This design comes from an exercise in tuning for small area and a short achievable clock period on the open sky130 flow, not from production work.
Only simulation tests tie the RTL to the original design; equivalence was not proved.
Power figures rest on the tool's default switching activity, not on a simulated workload.

==> flow/design.v <==
package mem_pkg;
    typedef enum logic [1:0] {IDLE, WAIT, DONE} state_t;
    localparam int AW_DEF = 8;
    localparam int DW_DEF = 8;
    localparam logic RD = 1'b1;
    localparam logic WR = 1'b0;
endpackage
module mem_array (
    input  logic        CLK,
    input  logic [15:0] wrow,
    input  logic [15:0] wrow_n,
    input  logic [15:0] wcol,
    input  logic [15:0] wcol_n,
    input  logic [15:0] hi,
    input  logic [15:0] lo0,
    input  logic [15:0] lo1,
    input  logic [7:0]  wdata0,
    input  logic [7:0]  wdata1,
    output logic [7:0]  rdata
);
    logic [7:0] mem [256];
    logic [7:0] row_q [16];
    logic [255:0] csel;
    always_comb
        for (int w = 0; w < 256; w++)
            csel[w] = (w < 128) ? lo0[w%16] : lo1[w%16];
    logic       p_q;
    logic [7:0] wenc0, wenc1;
    logic [255:0] we, hold;
    always_ff @(posedge CLK) p_q <= ~p_q;
    assign wenc0 = wdata0 ^ {8{p_q}};
    assign wenc1 = wdata1 ^ {8{p_q}};
    always_comb
        for (int w = 0; w < 256; w++) begin
            we[w]   = ~(wrow_n[w/16] | wcol_n[w%16]);
            hold[w] = ~(wrow[w/16] & wcol[w%16]);
        end
    always_ff @(posedge CLK)
        for (int w = 0; w < 256; w++)
            mem[w] <= ~((mem[w] & {8{hold[w]}}) | (((w < 128) ? wenc0 : wenc1) & {8{we[w]}}));
    always_ff @(posedge CLK)
        for (int h = 0; h < 16; h++) begin
            logic [7:0] row;
            row = '0;
            for (int l = 0; l < 16; l++)
                row = row | (mem[16*h+l] & {8{csel[16*h+l]}});
            row_q[h] <= row;
        end
    always_comb begin
        rdata = '0;
        for (int h = 0; h < 16; h++)
            rdata = rdata | (row_q[h] & {8{hi[h]}});
        rdata = rdata ^ {8{~p_q}};
    end
endmodule
module mem_responder (
    input  logic       CLK,
    input  logic       RST_N,
    input  logic [7:0] bus_in,
    input  logic       MAR_in,
    input  logic       MBR_in,
    input  logic       MBR_out,
    input  logic       WMFC,
    input  logic       rnw,
    output logic [7:0] bus_out,
    output logic       bus_oe,
    output logic       MFC,
    output logic       busy
);
    logic [7:0]  mar;
    logic [15:0] hi_q, lo0_q, lo1_q;    
    logic [7:0]  wd0_q, wd1_q;          
    logic [7:0]  mbr_o, mbr_n;
    logic [1:0]  cnt;
    logic        op;
    logic        busy_o, idle_q;
    logic        mfc_o, ndone_q;
    logic [15:0] wrow;             
    logic [15:0] wrow_n;           
    logic [15:0] wcol;             
    logic [15:0] wcol_n;           
    logic        rstb;             
    logic [7:0]  rdata;
    logic        in_idle, in_wait, in_done;
    logic        go, fire, release_;
    logic        busy_d, mfc_d;
    logic [7:0]  mbr_d;
    assign in_idle  = idle_q;
    assign in_wait  = !idle_q && ndone_q;
    assign in_done  = !ndone_q;
    assign go       = in_idle && WMFC;           
    assign fire     = in_wait && (cnt == 2'd0);  
    assign release_ = in_done && !WMFC;          
    mem_array u_mem (
        .CLK   (CLK),
        .wrow  (wrow),
        .wrow_n(wrow_n),
        .wcol  (wcol),
        .wcol_n(wcol_n),
        .hi    (hi_q),
        .lo0   (lo0_q),
        .lo1   (lo1_q),
        .wdata0(wd0_q),
        .wdata1(wd1_q),
        .rdata (rdata)
    );
    always_ff @(posedge CLK) begin
        hi_q  <= 16'd1 << mar[7:4];
        lo0_q <= mar[7] ? 16'd0 : (16'd1 << mar[3:0]);
        lo1_q <= mar[7] ? (16'd1 << mar[3:0]) : 16'd0;
        wcol   <= (in_wait && (cnt == 2'd1) && (op == mem_pkg::WR)) ? lo0_q | lo1_q : 16'd0;
        wcol_n <= (in_wait && (cnt == 2'd1) && (op == mem_pkg::WR)) ? ~(lo0_q | lo1_q) : 16'hffff;
    end
    always_ff @(posedge CLK) begin
        wd0_q <= mar[7] ? 8'h00 : ~mbr_n;
        wd1_q <= mar[7] ? ~mbr_n : 8'h00;
    end
    assign busy_d = go ? 1'b1 : release_ ? 1'b0 : !idle_q;
    assign mfc_d  = fire ? 1'b1 : release_ ? 1'b0 : !ndone_q;
    assign mbr_d  = (in_idle && MBR_in) ? bus_in : rstb ? rdata : ~mbr_n;
    always_ff @(posedge CLK or negedge RST_N) begin
        if (!RST_N) begin
            busy_o  <= 1'b0;
            idle_q  <= 1'b1;
            mfc_o   <= 1'b0;
            ndone_q <= 1'b1;
            cnt     <= '0;
            op      <= 1'b0;
            wrow    <= '0;
            wrow_n  <= '1;
            rstb    <= 1'b0;
            mar     <= '0;
            mbr_o   <= '0;
            mbr_n   <= '1;
        end else begin
            busy_o  <= busy_d;
            idle_q  <= !busy_d;
            mfc_o   <= mfc_d;
            ndone_q <= !mfc_d;
            mbr_o   <= mbr_d;
            mbr_n   <= ~mbr_d;
            if (go) begin
                op  <= rnw;
                cnt <= 2'd2;
            end
            if (in_wait) begin
                if (cnt != 2'd0) cnt <= cnt - 2'd1;
                wrow   <= ((cnt == 2'd1) && (op == mem_pkg::WR)) ? hi_q : '0;
                wrow_n <= ((cnt == 2'd1) && (op == mem_pkg::WR)) ? ~hi_q : '1;
                rstb <= (cnt == 2'd1) && (op == mem_pkg::RD);
            end
            if (in_idle && MAR_in) mar <= bus_in;
        end
    end
    assign MFC     = mfc_o;
    assign busy    = busy_o;
    assign bus_out = mbr_o;
    assign bus_oe  = MBR_out;
endmodule
clock: 4.5 ns
lec_check: 0
cap_margin: 20
core_margin: 2
core_utilization: 60
cts_cluster_diameter: 90
cts_cluster_size: 30
setup_slack_margin: 2.35
slew_margin: 20
run.sh (not shown) runs the stock make flow with config.mk's settings and CLKGATE_MAP_FILE= SYNTH_SCRIPT=/design/flow/synth_recipe.tcl, a recipe that flattens the netlist after the stock synthesis.
Next try:
- CORE_UTILIZATION: 60 -> 70
- PLACE_DENSITY: unset -> 0.75
- SETUP_SLACK_MARGIN: 2.35 -> 2.4
=> Sequential share of layout area is about the same; clock-buffer cell count went down by 7; power went down by 0.53%; register-to-register slack improved by 0.05 ns; setup slack improved by 0.011 ns; routed wire length went down by 3.5%; global-route usage went up by 5.1 points; core utilization went up by 11 points; design area stays flat; cell count went down by 2.9%.

separate check: timing with driven ports:
Ports are ideal in the flow. The routed layouts listed here were re-timed in OpenROAD.
Step 1 assumes that a clkbuf_16 drives the clock port and a buf_2 every other input.
Step 2 also shifts input and output timing later by t, the mid clock arrival at the registers, as if the neighbouring blocks saw the same clock.
Slacks: ideal ports / drivers / drivers and shift; pairs: ideal ports / drivers.
run | t, ns | setup slack, ns | worst register clock-pin slew, ns
the first run | 0.834 | 2.182 / 2.093 / 1.689 | 0.12 / 0.12
the second run | 0.821 | 2.193 / 2.108 / 1.785 | 0.12 / 0.12
After both steps every run listed still meets setup and hold. The setup slack of the first run, which loses most, moves by -0.089 ns with the drivers and by -0.493 ns with both steps.
